Context: an optimization exercise on an open-source flow, tuned for small area, a short achievable clock period and few clock cycles per item. The choices shown serve that exercise and are no tape-out recipe. Only simulation tests tie the RTL to the original design; equivalence was not proved.

==> inputs of run a <==
## tree_group_shrink_top
module tree_group_shrink_top (
  input  wire logic        clk_i,
  input  wire logic        rst_ni,
  input  wire logic        start,
  output logic             busy,
  input  wire logic [99:0] in_word_i,
  input  wire logic        cfg_valid_i,
  output logic             cfg_ready_o,
  input  wire logic [6:0]  cfg_data_i,
  output logic             out_valid_o,
  output logic [40:0]      out_word_o
);
Settings: LEC_CHECK=0, CAP_MARGIN=20, CORE_MARGIN=2, CORE_UTILIZATION=58, CTS_CLUSTER_DIAMETER=180, CTS_CLUSTER_SIZE=16, PLACE_DENSITY=0.64, SLEW_MARGIN=20; clock period 18.0 ns.
standard.sh (not shown) runs the stock make flow with config.mk's settings and CLKGATE_MAP_FILE= SYNTH_SCRIPT=/design/flow/synth_recipe.tcl, a recipe that flattens the netlist after the stock synthesis.
==> flow/flow/run.sh <==
#!/bin/bash
# Layout flow: the standard flow (standard.sh: ORFS synthesis through finish, then the final
# DEF), with the timing repair steps asked to keep this much setup slack on the design's own
# clock, so that they keep working on paths well inside the clock period.
set -euo pipefail
export SETUP_SLACK_MARGIN=12.5
bash standard.sh > standard_flow.log 2>&1
==> inputs of run b, as changes to run a <==
--- a/flow/design.v
+++ b/flow/design.v
@@ -179,13 +179,13 @@
     end else begin
       if (load_i) begin
         run_q <= 1'b1;
         done_q <= 1'b0;
       end else if (run_q && cnt_q == 5'd1) begin
         run_q <= 1'b0;
-        done_q <= !take_i;
+        done_q <= 1'b1;
       end else if (take_i) begin
         done_q <= 1'b0;
       end
     end
   end
   always_ff @(posedge clk_i) begin
@@ -198,14 +198,14 @@
       rem_q <= rem1;
       q_q <= {q_q[29:0], dg};
       cnt_q <= cnt_q - 5'd1;
     end
   end
   assign busy_o = run_q | done_q;
-  assign done_o = done_q || (run_q && cnt_q == 5'd1);
-  assign q_o = done_q ? q_q : {q_q[29:0], dg};
+  assign done_o = done_q;
+  assign q_o = q_q;
 endmodule
 `default_nettype wire
 `timescale 1ns / 1ps
 `default_nettype none
 module tgs_mul (
   input  wire logic [31:0] a,
@@ -3638,12 +3638,13 @@
   input  wire logic [6:0]  cfg_data_i,
   output logic             out_valid_o,
   output logic [40:0]      out_word_o
 );
   localparam int K = 8;                  
   localparam int KW = 3;
+  localparam bit SUM_FIRST = 1'b1;       
   localparam int NB = 2;                 
   localparam int CW = 3;                 
   localparam int NF = 3;                 
   localparam logic [1:0] E_IDLE = 2'd0, E_COMP = 2'd1, E_ERR = 2'd3;
   localparam logic [1:0] T_SUM = 2'd0, T_SCL = 2'd1, T_FIN = 2'd2;
   localparam logic [2:0] G_SUMW = 3'd0, G_SUMI = 3'd1, G_INB = 3'd2, G_QRDY = 3'd3,
@@ -3755,12 +3756,13 @@
   logic [1:0]    emode_q [K];
   logic [KW-1:0] hd_q, tl_q, sidx_q, didx_q;
   logic [KW:0]   cnt_q, nsum_q;
   logic [CW-1:0] cred_q;
   logic        pv_q, pl2_q, pfirst_q;
   logic [1:0]  pl2l_q;       
+  logic [1:0]  pt_q;
   logic [4:0]  pp_q, pe_q;
   logic [5:0]  plo_q, phi_q;
   logic        stag_q;       
   logic [KW-1:0] spidx_q;    
   logic        kv_q;
   logic [4:0]  kpp_q, kpe_q;
@@ -3799,44 +3801,44 @@
   logic        b4_v, b4_last;
   logic [1:0]  b4_t, b4_act, b4_sign, b4_inc, b4_zout, b4_cp;
   logic [31:0] b4_mag [2];
   logic [4:0]  b4_p;
   logic [31:0] b4_r [2];
   logic [69:0] acs_q, acc_q;    
-  logic [69:0] ssum;            
-  logic [61:0] l2_q;
-  logic        sv_q;            
+  logic [69:0] sum_q;           
+  logic [61:0] l2_q, l2d_q;
+  logic        sv_q, sd_q;      
   logic        h_v, h_last;
   logic [5:0]  h_j;
   logic [31:0] h_val;
   logic [NF-1:0] bf_v;
   logic [68:0] bf_s [NF];
   logic [30:0] bf_l [NF];
   logic        sq_load, sq_busy, dv_done, dv_take, dv_busy;
   assign dv_busy = 1'b0;
   logic [31:0] dv_q;
+  logic [CW-1:0] n_take;
   logic        kill;
   logic [KW-1:0] hd, sc;
   assign hd = hd_q;
   assign sc = sidx_q;
   logic        big, dec_zero, dec_keep, dec_b, dec_zk;
-  assign ssum = acs_q + acc_q;
-  assign big = ssum > {8'd0, l2_q};
-  assign dec_zero = sv_q && !big;
-  assign dec_keep = sv_q && big && el_q[didx_q] == 31'd0;
-  assign dec_b = sv_q && big && el_q[didx_q] != 31'd0;
+  assign big = sum_q > {8'd0, l2d_q};
+  assign dec_zero = sd_q && !big;
+  assign dec_keep = sd_q && big && el_q[didx_q] == 31'd0;
+  assign dec_b = sd_q && big && el_q[didx_q] != 31'd0;
   assign dec_zk = dec_zero || dec_keep;
   logic        zm_en;
   logic [63:0] zmask;
   assign zm_en = dec_zero && !elast_q[didx_q];
   always_comb for (int j = 0; j < 64; j++)
     zmask[j] = zm_en && (6'(j) >= ea_q[didx_q]) && (6'(j) <= eb_q[didx_q]);
   logic        stall, beat, beat_el, lastbeat, a_free;
   logic        kstall, kbeat, klast, k_free;
   logic        xstall, xbeat, xlast;
-  logic        scl_rdy, iss_scl, iss_sum, iss_fin0, iss_fin, retire;
+  logic        scl_rdy, iss_scl, iss_sum, iss_fin0, iss_fin, blocked, retire;
   logic [1:0]  act, xact, kact, own;
   logic        pend_e, pend_o, xpend_e, xpend_o, kpend_e, kpend_o;
   logic [31:0] roh;
   always_comb begin
     pend_e = 1'b0;
     pend_o = 1'b0;
@@ -3884,12 +3886,13 @@
   assign stall = ((pend_e | own[0]) & act[0]) | ((pend_o | own[1]) & act[1]);
   assign beat = pv_q && (pl2_q || !stall) && !xsel && !ksel;
   assign beat_el = pv_q && !pl2_q && !stall && !xsel && !ksel;
   assign lastbeat = beat_el && pp_q == pe_q;
   assign a_free = !pv_q || lastbeat;
   assign roh = xsel ? xoh_q : (ksel ? koh_q : poh_q);
+  assign blocked = 1'b0;
   assign scl_rdy = est_q == E_COMP && ev_q[hd] &&
                    ((est_e[hd] == G_INB && dv_done) || est_e[hd] == G_QRDY);
   assign iss_sum = a_free && est_q == E_COMP && nsum_q != '0 && cred_q != '0;
   logic        tail_act, tail_ok;
   assign tail_act = ev_q[hd] && etag_q[hd] != rb_q;
   assign iss_fin = scl_rdy && elast_q[hd] && !xv_q && k_free;
@@ -3903,24 +3906,30 @@
   assign f_drop = fv_q && !fne_q;
   assign f_load = est_q == E_COMP && fv_q && fne_q && !f_bad && cnt_q != (KW+1)'(K);
   assign f_take = f_drop || f_load;
   assign kill = f_err;
   logic [68:0] sq_s;
   logic [30:0] sq_l;
-  assign sq_load = bf_v[0] && !sq_busy;
-  assign sq_s = bf_s[0];
-  assign sq_l = bf_l[0];
+  logic [5:0]  sq_k, dk;
+  assign sq_load = (bf_v[0] || dec_b) && !sq_busy;
+  assign sq_s = bf_v[0] ? bf_s[0] : sum_q[68:0];
+  assign sq_l = bf_v[0] ? bf_l[0] : el_q[didx_q];
+  assign sq_k = dk;
   logic [NB-1:0] l_sqb, l_sqd, l_dvb, l_dvd, l_dvl;
   logic [35:0]   l_r [NB];
   logic [30:0]   l_l [NB];
   logic [31:0]   l_q [NB];
   localparam int NBW = (NB > 1) ? $clog2(NB) : 1;
   logic [NBW-1:0] bl_in_q, bl_out_q;
   assign sq_busy = l_sqb[bl_in_q];
   assign dv_done = l_dvd[bl_out_q];
   assign dv_q = l_q[bl_out_q];
+  always_comb begin
+    n_take = '0;
+    for (int u = 0; u < NB; u++) n_take = n_take + CW'(l_dvl[u]);
+  end
   always_ff @(posedge clk_i or negedge rst_ni) begin
     if (!rst_ni) begin
       bl_in_q <= '0;
       bl_out_q <= '0;
     end else if (kill) begin
       bl_in_q <= '0;
@@ -4059,13 +4068,13 @@
         ev_q[tl_q] <= 1'b1;
         tl_q <= tl_q + 1'b1;
       end
       cnt_q <= cnt_q + (KW+1)'(f_load) - (KW+1)'(retire);
       nsum_q <= nsum_q + (KW+1)'(f_load) - (KW+1)'(iss_sum);
       if (iss_sum) sidx_q <= sidx_q + 1'b1;
-      if (sv_q) didx_q <= didx_q + 1'b1;
+      if (sd_q) didx_q <= didx_q + 1'b1;
       cred_q <= cred_q - CW'(iss_sum) + CW'(dec_zk) + CW'(sq_load);
     end
   end
   always_ff @(posedge clk_i) begin
     if (f_load) begin
       est_e[tl_q] <= G_SUMW;
@@ -4073,13 +4082,13 @@
       eb_q[tl_q] <= fb_q;
       el_q[tl_q] <= fl_q;
       elast_q[tl_q] <= flast_q;
       etag_q[tl_q] <= rb_q;
     end
     if (iss_sum) est_e[sc] <= G_SUMI;
-    if (sv_q) begin
+    if (sd_q) begin
       if (dec_b) begin
         est_e[didx_q] <= G_INB;
       end else if (elast_q[didx_q]) begin
         est_e[didx_q] <= G_QRDY;
         emode_q[didx_q] <= dec_zero ? M_ZERO : M_KEEP;
       end else begin
@@ -4090,14 +4099,14 @@
   always_ff @(posedge clk_i or negedge rst_ni) begin
     if (!rst_ni) bf_v <= '0;
     else if (kill) bf_v <= '0;
     else begin
       logic pop, push;
       logic [NF-1:0] v;
-      pop = sq_load;
-      push = dec_b;
+      pop = sq_load && bf_v[0];
+      push = dec_b && !(sq_load && !bf_v[0]);
       v = pop ? (bf_v >> 1) : bf_v;
       if (push) v = {v[NF-2:0], 1'b1};
       bf_v <= v;
     end
   end
   always_ff @(posedge clk_i) begin
@@ -4105,13 +4114,13 @@
     logic [NF-1:0] v, vp;
     pop = sq_load && bf_v[0];
     v = pop ? (bf_v >> 1) : bf_v;
     vp = {v[NF-2:0], 1'b1};           
     for (int i = 0; i < NF; i++) begin
       if (dec_b && !v[i] && vp[i]) begin
-        bf_s[i] <= ssum[68:0];
+        bf_s[i] <= sum_q[68:0];
         bf_l[i] <= el_q[didx_q];
       end else if (pop && i < NF - 1) begin
         bf_s[i] <= bf_s[i+1];
         bf_l[i] <= bf_l[i+1];
       end
     end
@@ -4140,12 +4149,13 @@
       if (beat_el) begin
         pp_q <= pp_q + 5'd1;
         poh_q <= {poh_q[30:0], 1'b0};
       end
     end
     if (iss_sum) begin
+      pt_q <= T_SUM;
       pfirst_q <= 1'b1;
       pl2_q <= !ea_q[sc][0] && eb_q[sc][0];
       pl2l_q <= {!ea_q[sc][0] && !eb_q[sc][0], ea_q[sc][0]};
       pp_q <= ea_q[sc][5:1];
       poh_q <= 32'd1 << ea_q[sc][5:1];
       pe_q <= eb_q[sc][5:1];
@@ -4214,18 +4224,18 @@
   end
   always_ff @(posedge clk_i) begin
     for (int j = 0; j < 64; j++) begin
       if (s0) begin
         raw_q[j] <= 7'(j) < s_n;
         zb_q[~rb_q][j] <= 1'b0;
-      end else if (zmask[j]) begin
-        raw_q[j] <= 1'b0;
-        zb_q[rb_q][j] <= 1'b1;
       end else if (wr_en[j%2] && b4_p == 5'(j/2)) begin
         raw_q[j] <= 1'b0;
         zb_q[rb_q][j] <= 1'b0;
+      end else if (zmask[j]) begin
+        raw_q[j] <= 1'b0;
+        zb_q[rb_q][j] <= 1'b1;
       end
     end
   end
   always_ff @(posedge clk_i or negedge rst_ni) begin
     if (!rst_ni) begin
       b1_v <= 1'b0;
@@ -4395,20 +4405,27 @@
       end else begin
         acs_q <= x4;
         acc_q <= y4;
         if (b3_l2in[1]) l2_q <= p1sum[61:0];
       end
     end
+    if (sv_q) begin
+      sum_q <= acs_q + acc_q;
+      l2d_q <= l2_q;
+    end
   end
   always_ff @(posedge clk_i or negedge rst_ni) begin
     if (!rst_ni) begin
       sv_q <= 1'b0;
+      sd_q <= 1'b0;
     end else if (kill) begin
       sv_q <= 1'b0;
+      sd_q <= 1'b0;
     end else begin
       sv_q <= b3_v && t_sum && b3_last;
+      sd_q <= sv_q;
     end
   end
   logic [31:0] res [2];
   logic [31:0] wval [2];
   always_comb begin
     for (int l = 0; l < 2; l++) begin
==> flow/config.mk (replaced) <==
export PLATFORM = sky130hd
export DESIGN_NAME = tree_group_shrink_top
export DESIGN_NICKNAME = tree_group_shrink_top
export VERILOG_FILES = /design/flow/design.v
export SDC_FILE = /design/flow/constraint.sdc
export NUM_CORES = 8
export LEC_CHECK = 0
export CAP_MARGIN = 20
export CORE_MARGIN = 2
export CORE_UTILIZATION = 45
export CTS_CLUSTER_DIAMETER = 180
export CTS_CLUSTER_SIZE = 16
export PLACE_DENSITY = 0.5
export SLEW_MARGIN = 20
==> inputs of run c, as changes to run a <==
==> flow/config.mk (replaced) <==
export PLATFORM = sky130hd
export DESIGN_NAME = tree_group_shrink_top
export DESIGN_NICKNAME = tree_group_shrink_top
export VERILOG_FILES = /design/flow/design.v
export SDC_FILE = /design/flow/constraint.sdc
export NUM_CORES = 8
export LEC_CHECK = 0
export CAP_MARGIN = 20
export CORE_MARGIN = 2
export CORE_UTILIZATION = 52
export CTS_CLUSTER_DIAMETER = 180
export CTS_CLUSTER_SIZE = 16
export PLACE_DENSITY = 0.58
export SLEW_MARGIN = 20
==> summary of the runs <==
- Run a completed without violations. Run c finished with capacitance limit left. Run b completed without violations.
- First-iteration DRC count: run a is higher than run c (about 9%).
- Global-route usage, lowest first: run b, run c, run a.
- Wire length: run b > run c > run a.
- Fmax, lowest first: run a, run c, run b.
- Between run b and run c, the lower via count is in run b (gap 0.64%, measured against run c).
Testbench counts of run a, summed over its fixed seeds: cycles 18,355, runs 96.
Testbench counts of run b, summed over its fixed seeds: cycles 18,662, runs 96.
Testbench counts of run c, summed over its fixed seeds: cycles 18,355, runs 96.

re-timing with driven ports:
Ports are ideal in the flow. The routed layouts listed here were re-timed in OpenROAD.
Step 1: set_driving_cell puts a clkbuf_16 on clk_i and a buf_2 on each other input, an assumption about the parent block.
Step 2 times the ports against the registers' clock, not the clock port: input delays grow and output delays shrink by t, the midpoint of the rising clock arrivals with the driver on.
Slacks: ideal ports / drivers / drivers and shift; pairs: ideal ports / drivers.
run	t, ns	setup slack, ns	clock arrival spread, ns	cell pins on the clock port's net
run a	1.353	9.979 / 9.979 / 9.979	0.175 / 0.175	1
run b	1.363	12.407 / 12.238 / 11.858	0.143 / 0.142	1
run c	1.300	10.049 / 10.049 / 10.049	0.165 / 0.165	1
The setup slack of run b, which loses most, moves by -0.169 ns with the drivers and by -0.549 ns with both steps. The worst setup slack also covers recovery checks on asynchronous resets.
